Background: an optimization exercise with open tools, aiming at a short achievable clock period and few clock cycles per item. Do not read the settings as production practice.
Only simulation tests tie the RTL to the original design; equivalence was not proved.
Power and IR drop assume default switching activity.

==> v20: inputs <==
==> flow/design.v <==
package map_pkg;
  localparam logic [31:0] ram_base    = 32'h3000_0000;   
  localparam logic [31:0] sys_base    = 32'h3000_1000;   
  localparam int unsigned window_bits = 12;              
  typedef enum logic [1:0] {
    tgt_ram  = 2'd0,
    tgt_sys  = 2'd1,
    tgt_none = 2'd2    
  } target_e;
  localparam logic [window_bits-1:0] sys_ctrl_off    = 12'h000;   
  localparam logic [window_bits-1:0] sys_scratch_off = 12'h004;   
  localparam logic [window_bits-1:0] sys_id_off      = 12'h008;   
  localparam logic [31:0] sys_id_value = 32'h4d50_0001;
endpackage
package bus_pkg;
  localparam int unsigned data_width = 32;                
  localparam int unsigned addr_width = 32;                
  localparam int unsigned sel_width  = data_width / 8;    
  typedef struct packed {
    logic                               we;       
    logic [sel_width-1:0]               sel;      
    logic [11:0]                        offset;   
    logic [data_width-1:0]              wdata;    
  } tgt_req_t;
  typedef struct packed {
    logic                  valid;    
    logic [data_width-1:0] rdata;    
  } tgt_rsp_t;
endpackage
`timescale 1ns/1ps
module wb_decoder (
  input  logic                           rst_n_i,     
  input  logic                           wbs_cyc_i,
  input  logic                           wbs_stb_i,
  input  logic                           wbs_we_i,
  input  logic [bus_pkg::addr_width-1:0] wbs_adr_i,
  input  logic                           rd_wait_i,   
  output logic                           ack_o,
  output logic                           err_o
);
  localparam int unsigned hi_width = bus_pkg::addr_width - map_pkg::window_bits;
  localparam logic [hi_width-1:0] ram_hi = hi_width'(map_pkg::ram_base >> map_pkg::window_bits);
  logic req;
  logic mapped;    
  assign req    = wbs_cyc_i && wbs_stb_i && rst_n_i;
  assign mapped = wbs_adr_i[bus_pkg::addr_width-1:map_pkg::window_bits+1] == ram_hi[hi_width-1:1];
  assign ack_o = req && (rd_wait_i || (mapped && wbs_we_i));
  assign err_o = req && !mapped;
endmodule
`timescale 1ns/1ps
module sys_manager (
  input  logic [map_pkg::window_bits-1:0] offset_i,
  input  logic                            proc_run_i,
  input  logic [bus_pkg::data_width-1:0]  scratch_i,
  output logic [bus_pkg::data_width-1:0]  rdata_o
);
  always_comb begin
    case (offset_i)
      map_pkg::sys_ctrl_off:    rdata_o = {{(bus_pkg::data_width-1){1'b0}}, proc_run_i};
      map_pkg::sys_scratch_off: rdata_o = scratch_i;
      map_pkg::sys_id_off:      rdata_o = map_pkg::sys_id_value;
      default:                  rdata_o = '0;
    endcase
  end
endmodule
`timescale 1ns/1ps
module wb_responder #(
  parameter int unsigned n_grp = 4
) (
  input  logic [n_grp-1:0][bus_pkg::data_width-1:0] pick_i,
  input  logic [bus_pkg::data_width-1:0]            sys_rdata_i,
  output logic [bus_pkg::data_width-1:0]            dat_o
);
  always_comb begin
    dat_o = sys_rdata_i;
    for (int g = 0; g < n_grp; g++) begin
      dat_o = dat_o | pick_i[g];
    end
  end
endmodule
`timescale 1ns/1ps
module main_partition #(
  parameter int unsigned ram_words = 256           
) (
  input  logic                           wb_clk_i,
  input  logic                           rst_n_i,
  input  logic                           wbs_cyc_i,
  input  logic                           wbs_stb_i,
  input  logic                           wbs_we_i,
  input  logic [bus_pkg::sel_width-1:0]  wbs_sel_i,
  input  logic [bus_pkg::addr_width-1:0] wbs_adr_i,
  input  logic [bus_pkg::data_width-1:0] wbs_dat_i,
  output logic                           wbs_ack_o,
  output logic                           wbs_err_o,    
  output logic [bus_pkg::data_width-1:0] wbs_dat_o,
  output logic                           proc_rst_n_o  
);
  localparam int unsigned idx_width = $clog2(ram_words);
  localparam int unsigned hi_width  = bus_pkg::addr_width - map_pkg::window_bits;
  localparam int unsigned grp_bits  = 2;                         
  localparam int unsigned n_grp     = 1 << grp_bits;             
  localparam int unsigned grp_words = ram_words / n_grp;         
  localparam logic [hi_width-1:0] ram_hi = hi_width'(map_pkg::ram_base >> map_pkg::window_bits);
  localparam logic [hi_width-1:0] sys_hi = hi_width'(map_pkg::sys_base >> map_pkg::window_bits);
  logic                            req;        
  logic                            ram_sel;    
  logic                            sys_sel;    
  logic                            rd_wait;    
  logic [map_pkg::window_bits-1:0] offset;
  logic [idx_width-1:0]            idx;        
  assign req     = wbs_cyc_i && wbs_stb_i && rst_n_i;
  assign ram_sel = wbs_adr_i[bus_pkg::addr_width-1:map_pkg::window_bits] == ram_hi;
  assign sys_sel = wbs_adr_i[bus_pkg::addr_width-1:map_pkg::window_bits] == sys_hi;
  assign offset  = wbs_adr_i[map_pkg::window_bits-1:0];
  assign idx     = wbs_adr_i[idx_width+1:2];
  wb_decoder inst_wb_decoder (
    .rst_n_i   (rst_n_i  ),
    .wbs_cyc_i (wbs_cyc_i), .wbs_stb_i (wbs_stb_i), .wbs_we_i (wbs_we_i),
    .wbs_adr_i (wbs_adr_i), .rd_wait_i (rd_wait  ),
    .ack_o     (wbs_ack_o), .err_o     (wbs_err_o)
  );
  always_ff @(posedge wb_clk_i or negedge rst_n_i) begin
    if (!rst_n_i) begin
      rd_wait <= 1'b0;
    end else begin
      rd_wait <= req && (ram_sel || sys_sel) && !wbs_we_i && !rd_wait;
    end
  end
  logic [bus_pkg::data_width-1:0] mem [ram_words];
  always_ff @(posedge wb_clk_i) begin
    if (req && ram_sel && wbs_we_i) begin
      for (int b = 0; b < bus_pkg::sel_width; b++) begin
        if (wbs_sel_i[b]) begin
          mem[idx][8*b +: 8] <= wbs_dat_i[8*b +: 8];
        end
      end
    end
  end
  logic [n_grp-1:0][bus_pkg::data_width-1:0] pick;
  always_ff @(posedge wb_clk_i) begin
    for (int g = 0; g < n_grp; g++) begin
      if (!wbs_adr_i[map_pkg::window_bits] && idx[idx_width-1 -: grp_bits] == grp_bits'(g)) begin
        pick[g] <= mem[g * grp_words + int'(idx[idx_width-grp_bits-1:0])];
      end else begin
        pick[g] <= '0;
      end
    end
  end
  logic                           proc_run;    
  logic [bus_pkg::data_width-1:0] scratch;
  logic [bus_pkg::data_width-1:0] sys_rdata;
  always_ff @(posedge wb_clk_i or negedge rst_n_i) begin
    if (!rst_n_i) begin
      proc_run <= 1'b0;
      scratch  <= '0;
    end else if (req && sys_sel && wbs_we_i) begin
      if (offset == map_pkg::sys_ctrl_off && wbs_sel_i[0]) begin
        proc_run <= wbs_dat_i[0];
      end
      if (offset == map_pkg::sys_scratch_off) begin
        for (int b = 0; b < bus_pkg::sel_width; b++) begin
          if (wbs_sel_i[b]) begin
            scratch[8*b +: 8] <= wbs_dat_i[8*b +: 8];
          end
        end
      end
    end
  end
  sys_manager inst_sys_manager (
    .offset_i   (offset   ), .proc_run_i (proc_run),
    .scratch_i  (scratch  ), .rdata_o    (sys_rdata)
  );
  logic [bus_pkg::data_width-1:0] sys_pick;
  always_ff @(posedge wb_clk_i) begin
    sys_pick <= wbs_adr_i[map_pkg::window_bits] ? sys_rdata : '0;
  end
  assign proc_rst_n_o = proc_run;
  wb_responder #(
    .n_grp (n_grp)
  ) inst_wb_responder (
    .pick_i      (pick     ),
    .sys_rdata_i (sys_pick ), .dat_o  (wbs_dat_o)
  );
endmodule
==> flow/flow/run.sh <==
#!/bin/bash
# Own layout flow: the standard layout (standard.sh) in two calls. The
# synthesis is the standard one, unchanged. The layout after it places port
# buffers of one fixed strength, splits the load of input ports that feed
# paths to the outputs (flow/isolate.tcl, after global placement) and keeps
# delay cells out of placement, resizing, clock tree and routing repairs. Each call's full output goes to
# a log file of its own in this folder; ORFS keeps its per-step logs under
# orfs/logs.
set -euo pipefail

bash standard.sh synth > standard_synth.log 2>&1

export BUFFER_PORTS_ARGS="-buffer_cell sky130_fd_sc_hd__buf_4"
export POST_GLOBAL_PLACE_TCL="$(pwd)/flow/isolate.tcl"
export DONT_USE_CELLS="sky130_fd_sc_hd__clkdlybuf4s15_1 sky130_fd_sc_hd__clkdlybuf4s15_2 \
sky130_fd_sc_hd__clkdlybuf4s18_1 sky130_fd_sc_hd__clkdlybuf4s18_2 \
sky130_fd_sc_hd__clkdlybuf4s25_1 sky130_fd_sc_hd__clkdlybuf4s25_2 \
sky130_fd_sc_hd__clkdlybuf4s50_1 sky130_fd_sc_hd__clkdlybuf4s50_2 \
sky130_fd_sc_hd__dlygate4sd1_1 sky130_fd_sc_hd__dlygate4sd2_1 sky130_fd_sc_hd__dlygate4sd3_1 \
sky130_fd_sc_hd__dlymetal6s2s_1 sky130_fd_sc_hd__dlymetal6s4s_1 sky130_fd_sc_hd__dlymetal6s6s_1"

bash standard.sh > standard_layout.log 2>&1
==> flow/flow/isolate.tcl <==
# Runs after global placement, once the ports have their buffers. For each
# input port whose buffer feeds both logic with a combinational path to an
# output port and other logic, the other logic is moved behind a buffer of
# its own, so that the paths to the outputs see only their own load.
set iso_count 0
set iso_block [ord::get_db_block]
set iso_crit [dict create]
foreach p [get_fanin -to [all_outputs] -flat -trace_arcs timing] {
  dict set iso_crit [get_full_name $p] 1
}
foreach bterm [$iso_block getBTerms] {
  if { [$bterm getIoType] != "INPUT" || [$bterm getSigType] == "CLOCK" } { continue }
  set pname [$bterm getName]
  if { $pname == "wb_clk_i" } { continue }
  set pnet [$bterm getNet]
  if { $pnet == "NULL" } { continue }
  foreach iterm [$pnet getITerms] {
    set buf [get_cells [[$iterm getInst] getName]]
    set outs [get_pins -quiet -of_objects $buf -filter "direction==output"]
    if { [llength $outs] != 1 } { continue }
    set onet [get_nets -quiet -of_objects $outs]
    if { $onet == "" } { continue }
    set crit {}
    set rest {}
    foreach load [get_pins -quiet -of_objects $onet -filter "direction==input"] {
      if { [dict exists $iso_crit [get_full_name $load]] } {
        lappend crit $load
      } else {
        lappend rest $load
      }
    }
    if { [llength $crit] > 0 && [llength $rest] > 1 } {
      insert_buffer -buffer_cell sky130_fd_sc_hd__buf_8 -net [get_full_name $onet] -load_pins $rest
      incr iso_count
      puts "isolate: $pname keeps [llength $crit] loads, [llength $rest] behind a buffer"
    }
  }
}
puts "isolate: $iso_count port nets split"
==> flow/standard.sh <==
#!/bin/bash
# synth_recipe.tcl (not shown) runs the flow's synth.tcl, then flattens the netlist and writes it again
# the make line also repeats each setting of config.mk as NAME=value (left out here)
make -C /OpenROAD-flow-scripts/flow DESIGN_CONFIG=/design/flow/config.mk WORK_HOME=/design/flow/orfs CLKGATE_MAP_FILE= SYNTH_SCRIPT=/design/flow/synth_recipe.tcl "${@:-finish}"
==> flow/config.mk <==
export PLATFORM = sky130hd
export DESIGN_NAME = main_partition
export DESIGN_NICKNAME = main_partition
export VERILOG_FILES = /design/flow/design.v
export SDC_FILE = /design/flow/constraint.sdc
export NUM_CORES = 4
export LEC_CHECK = 0
export ABC_CLOCK_PERIOD_IN_PS = 1000
export CAP_MARGIN = 40
export CORE_MARGIN = 2
export CORE_UTILIZATION = 50
export SETUP_SLACK_MARGIN = 4.2
export SLEW_MARGIN = 60
export SYNTH_HIERARCHICAL = 1
export SYNTH_MEMORY_MAX_BITS = 16384
export TNS_END_PERCENT = 20
==> flow/constraint.sdc <==
create_clock -name core_clock -period 8.0 [get_ports {wb_clk_i}]
set_input_delay 1.6000 -clock core_clock [delete_from_list [all_inputs] [get_ports {wb_clk_i}]]
set_output_delay 1.6000 -clock core_clock [all_outputs]
set_load 0.01 [all_outputs]
==> inputs of v9, as changes to v20 <==
--- a/flow/design.v
+++ b/flow/design.v
@@ -30,3 +30,3 @@
 `timescale 1ns/1ps
-module wb_decoder (
+module wb_ack (
   input  logic                           rst_n_i,     
@@ -37,4 +37,3 @@
   input  logic                           rd_wait_i,   
-  output logic                           ack_o,
-  output logic                           err_o
+  output logic                           ack_o
 );
@@ -42,8 +41,41 @@
   localparam logic [hi_width-1:0] ram_hi = hi_width'(map_pkg::ram_base >> map_pkg::window_bits);
-  logic req;
   logic mapped;    
-  assign req    = wbs_cyc_i && wbs_stb_i && rst_n_i;
   assign mapped = wbs_adr_i[bus_pkg::addr_width-1:map_pkg::window_bits+1] == ram_hi[hi_width-1:1];
-  assign ack_o = req && (rd_wait_i || (mapped && wbs_we_i));
-  assign err_o = req && !mapped;
+  assign ack_o  = wbs_cyc_i && wbs_stb_i && rst_n_i && (rd_wait_i || (mapped && wbs_we_i));
+endmodule
+module wb_err (
+  input  logic                           rst_n_i,     
+  input  logic                           wbs_cyc_i,
+  input  logic                           wbs_stb_i,
+  input  logic [bus_pkg::addr_width-1:0] wbs_adr_i,
+  output logic                           err_o
+);
+  localparam int unsigned hi_width = bus_pkg::addr_width - map_pkg::window_bits;
+  localparam logic [hi_width-1:0] ram_hi = hi_width'(map_pkg::ram_base >> map_pkg::window_bits);
+  logic mapped;    
+  assign mapped = wbs_adr_i[bus_pkg::addr_width-1:map_pkg::window_bits+1] == ram_hi[hi_width-1:1];
+  assign err_o  = wbs_cyc_i && wbs_stb_i && rst_n_i && !mapped;
+endmodule
+`timescale 1ns/1ps
+module sram_decoder #(
+  parameter int unsigned idx_width = 8
+) (
+  input  logic [idx_width-1:0]      idx_i,
+  input  logic                      en_i,
+  output logic [(1<<idx_width)-1:0] wl_o
+);
+  always_comb begin
+    for (int w = 0; w < (1 << idx_width); w++) begin
+      wl_o[w] = en_i && (idx_i == idx_width'(w));
+    end
+  end
+endmodule
+module sram_column #(
+  parameter int unsigned words = 256
+) (
+  input  logic [words-1:0] wl_i,
+  input  logic [words-1:0] bit_i,
+  output logic             bit_o
+);
+  assign bit_o = |(wl_i & bit_i);
 endmodule
@@ -63,17 +95,2 @@
     endcase
-  end
-endmodule
-`timescale 1ns/1ps
-module wb_responder #(
-  parameter int unsigned n_grp = 4
-) (
-  input  logic [n_grp-1:0][bus_pkg::data_width-1:0] pick_i,
-  input  logic [bus_pkg::data_width-1:0]            sys_rdata_i,
-  output logic [bus_pkg::data_width-1:0]            dat_o
-);
-  always_comb begin
-    dat_o = sys_rdata_i;
-    for (int g = 0; g < n_grp; g++) begin
-      dat_o = dat_o | pick_i[g];
-    end
   end
@@ -99,5 +116,2 @@
   localparam int unsigned hi_width  = bus_pkg::addr_width - map_pkg::window_bits;
-  localparam int unsigned grp_bits  = 2;                         
-  localparam int unsigned n_grp     = 1 << grp_bits;             
-  localparam int unsigned grp_words = ram_words / n_grp;         
   localparam logic [hi_width-1:0] ram_hi = hi_width'(map_pkg::ram_base >> map_pkg::window_bits);
@@ -115,7 +129,11 @@
   assign idx     = wbs_adr_i[idx_width+1:2];
-  wb_decoder inst_wb_decoder (
+  wb_ack inst_wb_ack (
     .rst_n_i   (rst_n_i  ),
     .wbs_cyc_i (wbs_cyc_i), .wbs_stb_i (wbs_stb_i), .wbs_we_i (wbs_we_i),
-    .wbs_adr_i (wbs_adr_i), .rd_wait_i (rd_wait  ),
-    .ack_o     (wbs_ack_o), .err_o     (wbs_err_o)
+    .wbs_adr_i (wbs_adr_i), .rd_wait_i (rd_wait  ), .ack_o    (wbs_ack_o)
+  );
+  wb_err inst_wb_err (
+    .rst_n_i   (rst_n_i  ),
+    .wbs_cyc_i (wbs_cyc_i), .wbs_stb_i (wbs_stb_i),
+    .wbs_adr_i (wbs_adr_i), .err_o     (wbs_err_o)
   );
@@ -128,8 +146,10 @@
   end
-  logic [bus_pkg::data_width-1:0] mem [ram_words];
+  logic [ram_words-1:0][bus_pkg::data_width-1:0] mem;
   always_ff @(posedge wb_clk_i) begin
-    if (req && ram_sel && wbs_we_i) begin
-      for (int b = 0; b < bus_pkg::sel_width; b++) begin
-        if (wbs_sel_i[b]) begin
-          mem[idx][8*b +: 8] <= wbs_dat_i[8*b +: 8];
+    for (int w = 0; w < ram_words; w++) begin
+      if (req && ram_sel && wbs_we_i && idx == idx_width'(w)) begin
+        for (int b = 0; b < bus_pkg::sel_width; b++) begin
+          if (wbs_sel_i[b]) begin
+            mem[w][8*b +: 8] <= wbs_dat_i[8*b +: 8];    
+          end
         end
@@ -138,10 +158,22 @@
   end
-  logic [n_grp-1:0][bus_pkg::data_width-1:0] pick;
-  always_ff @(posedge wb_clk_i) begin
-    for (int g = 0; g < n_grp; g++) begin
-      if (!wbs_adr_i[map_pkg::window_bits] && idx[idx_width-1 -: grp_bits] == grp_bits'(g)) begin
-        pick[g] <= mem[g * grp_words + int'(idx[idx_width-grp_bits-1:0])];
-      end else begin
-        pick[g] <= '0;
-      end
+  localparam int unsigned n_half     = 2;
+  localparam int unsigned half_words = ram_words / n_half;
+  logic [ram_words-1:0]                          wl;
+  logic [n_half-1:0][bus_pkg::data_width-1:0]    ram_half;
+  sram_decoder #(
+    .idx_width (idx_width)
+  ) inst_sram_decoder (
+    .idx_i (idx), .en_i (!wbs_adr_i[map_pkg::window_bits]), .wl_o (wl)
+  );
+  for (genvar h = 0; h < n_half; h++) begin : g_half
+    for (genvar b = 0; b < bus_pkg::data_width; b++) begin : g_col
+      logic [half_words-1:0] col;
+      for (genvar w = 0; w < half_words; w++) begin : g_word
+        assign col[w] = mem[h * half_words + w][b];
+      end
+      sram_column #(
+        .words (half_words)
+      ) inst_sram_column (
+        .wl_i (wl[h * half_words +: half_words]), .bit_i (col), .bit_o (ram_half[h][b])
+      );
     end
@@ -172,13 +204,15 @@
   );
-  logic [bus_pkg::data_width-1:0] sys_pick;
+  assign proc_rst_n_o = proc_run;
+  logic [n_half-1:0][bus_pkg::data_width-1:0] ram_pick;
+  logic [bus_pkg::data_width-1:0]             sys_pick;
   always_ff @(posedge wb_clk_i) begin
+    ram_pick <= ram_half;
     sys_pick <= wbs_adr_i[map_pkg::window_bits] ? sys_rdata : '0;
   end
-  assign proc_rst_n_o = proc_run;
-  wb_responder #(
-    .n_grp (n_grp)
-  ) inst_wb_responder (
-    .pick_i      (pick     ),
-    .sys_rdata_i (sys_pick ), .dat_o  (wbs_dat_o)
-  );
-endmodule
+  always_comb begin
+    wbs_dat_o = sys_pick;
+    for (int h = 0; h < n_half; h++) begin
+      wbs_dat_o = wbs_dat_o | ram_pick[h];
+    end
+  end
+endmodule
==> inputs of v35, as changes to v20 <==
--- a/flow/design.v
+++ b/flow/design.v
@@ -50,2 +50,25 @@
 `timescale 1ns/1ps
+module sram_decoder #(
+  parameter int unsigned idx_width = 8
+) (
+  input  logic [idx_width-1:0]      idx_i,
+  input  logic                      en_i,
+  output logic [(1<<idx_width)-1:0] wl_o
+);
+  always_comb begin
+    for (int w = 0; w < (1 << idx_width); w++) begin
+      wl_o[w] = en_i && (idx_i == idx_width'(w));
+    end
+  end
+endmodule
+module sram_column #(
+  parameter int unsigned words = 256
+) (
+  input  logic [words-1:0] wl_i,
+  input  logic [words-1:0] bit_i,
+  output logic             bit_o
+);
+  assign bit_o = |(wl_i & bit_i);
+endmodule
+`timescale 1ns/1ps
 module sys_manager (
@@ -63,17 +86,2 @@
     endcase
-  end
-endmodule
-`timescale 1ns/1ps
-module wb_responder #(
-  parameter int unsigned n_grp = 4
-) (
-  input  logic [n_grp-1:0][bus_pkg::data_width-1:0] pick_i,
-  input  logic [bus_pkg::data_width-1:0]            sys_rdata_i,
-  output logic [bus_pkg::data_width-1:0]            dat_o
-);
-  always_comb begin
-    dat_o = sys_rdata_i;
-    for (int g = 0; g < n_grp; g++) begin
-      dat_o = dat_o | pick_i[g];
-    end
   end
@@ -99,5 +107,2 @@
   localparam int unsigned hi_width  = bus_pkg::addr_width - map_pkg::window_bits;
-  localparam int unsigned grp_bits  = 2;                         
-  localparam int unsigned n_grp     = 1 << grp_bits;             
-  localparam int unsigned grp_words = ram_words / n_grp;         
   localparam logic [hi_width-1:0] ram_hi = hi_width'(map_pkg::ram_base >> map_pkg::window_bits);
@@ -128,8 +133,10 @@
   end
-  logic [bus_pkg::data_width-1:0] mem [ram_words];
+  logic [ram_words-1:0][bus_pkg::data_width-1:0] mem;
   always_ff @(posedge wb_clk_i) begin
-    if (req && ram_sel && wbs_we_i) begin
-      for (int b = 0; b < bus_pkg::sel_width; b++) begin
-        if (wbs_sel_i[b]) begin
-          mem[idx][8*b +: 8] <= wbs_dat_i[8*b +: 8];
+    for (int w = 0; w < ram_words; w++) begin
+      if (req && ram_sel && wbs_we_i && idx == idx_width'(w)) begin
+        for (int b = 0; b < bus_pkg::sel_width; b++) begin
+          if (wbs_sel_i[b]) begin
+            mem[w][8*b +: 8] <= wbs_dat_i[8*b +: 8];    
+          end
         end
@@ -138,11 +145,19 @@
   end
-  logic [n_grp-1:0][bus_pkg::data_width-1:0] pick;
-  always_ff @(posedge wb_clk_i) begin
-    for (int g = 0; g < n_grp; g++) begin
-      if (!wbs_adr_i[map_pkg::window_bits] && idx[idx_width-1 -: grp_bits] == grp_bits'(g)) begin
-        pick[g] <= mem[g * grp_words + int'(idx[idx_width-grp_bits-1:0])];
-      end else begin
-        pick[g] <= '0;
-      end
+  logic [ram_words-1:0]           wl;
+  logic [bus_pkg::data_width-1:0] ram_rdata;
+  sram_decoder #(
+    .idx_width (idx_width)
+  ) inst_sram_decoder (
+    .idx_i (idx), .en_i (1'b1), .wl_o (wl)
+  );
+  for (genvar b = 0; b < bus_pkg::data_width; b++) begin : g_col
+    logic [ram_words-1:0] col;
+    for (genvar w = 0; w < ram_words; w++) begin : g_word
+      assign col[w] = mem[w][b];
     end
+    sram_column #(
+      .words (ram_words)
+    ) inst_sram_column (
+      .wl_i (wl), .bit_i (col), .bit_o (ram_rdata[b])
+    );
   end
@@ -172,13 +187,8 @@
   );
-  logic [bus_pkg::data_width-1:0] sys_pick;
+  assign proc_rst_n_o = proc_run;
+  logic [bus_pkg::data_width-1:0] rdata;
   always_ff @(posedge wb_clk_i) begin
-    sys_pick <= wbs_adr_i[map_pkg::window_bits] ? sys_rdata : '0;
+    rdata <= wbs_adr_i[map_pkg::window_bits] ? sys_rdata : ram_rdata;
   end
-  assign proc_rst_n_o = proc_run;
-  wb_responder #(
-    .n_grp (n_grp)
-  ) inst_wb_responder (
-    .pick_i      (pick     ),
-    .sys_rdata_i (sys_pick ), .dat_o  (wbs_dat_o)
-  );
+  assign wbs_dat_o = rdata;
 endmodule
--- a/flow/flow/run.sh
+++ b/flow/flow/run.sh
@@ -3,5 +3,4 @@
 # synthesis is the standard one, unchanged. The layout after it places port
-# buffers of one fixed strength, splits the load of input ports that feed
-# paths to the outputs (flow/isolate.tcl, after global placement) and keeps
-# delay cells out of placement, resizing, clock tree and routing repairs. Each call's full output goes to
+# buffers of one fixed strength and keeps delay cells out of placement,
+# resizing, clock tree and routing repairs. Each call's full output goes to
 # a log file of its own in this folder; ORFS keeps its per-step logs under
@@ -13,3 +12,2 @@
 export BUFFER_PORTS_ARGS="-buffer_cell sky130_fd_sc_hd__buf_4"
-export POST_GLOBAL_PLACE_TCL="$(pwd)/flow/isolate.tcl"
 export DONT_USE_CELLS="sky130_fd_sc_hd__clkdlybuf4s15_1 sky130_fd_sc_hd__clkdlybuf4s15_2 \
removed: flow/flow/isolate.tcl
==> notes <==
Die area, lowest first: v9, v35, v20.
Register-to-register slack, lowest first: v35, v9, v20.
In power, v35 and v9 hardly differ.
In v9 the sequential share of layout area is higher than in v35, by 1.1 points.
Fmax: v35 is lower than v9 (2.7%).
Against v9, the final area of v35 is larger by about 1%.
In v20 the clock-buffer cell count is lower than in v9, by 16.
Critical path depth: v35 is higher than v9 (9).
Testbench counts of v20, summed over its fixed seeds: cycles 11,838, items 8,000.
Testbench counts of v9, summed over its fixed seeds: cycles 11,838, items 8,000.
Testbench counts of v35, summed over its fixed seeds: cycles 11,838, items 8,000.

re-timing with driven ports:
How much do the figures lean on ideal ports? The routed layouts below were timed once more, with nothing changed but the port constraints. Step 1 assumes that a clkbuf_16 drives the clock port and a buf_2 every other input. Step 2 times the ports against the registers' clock, not the clock port: input delays grow and output delays shrink by t, the midpoint of the rising clock arrivals with the driver on. Slacks: no drivers / after step 1 / after step 2; pairs: no drivers / after step 1.
run | t, ns | slack for setup (ns) | worst setup path at the end
v20 | 1.242 | 3.884 / 3.846 / 2.857 | input to register
v9 | 1.292 | 3.963 / 3.929 / 2.679 | input to register
v35 | 1.294 | 3.851 / 3.685 / 2.391 | input to register
After both steps setup and hold are still met in every run listed. For v35, which loses most, drivers alone change the setup slack by -0.166 ns; drivers and shift together by -1.460 ns.
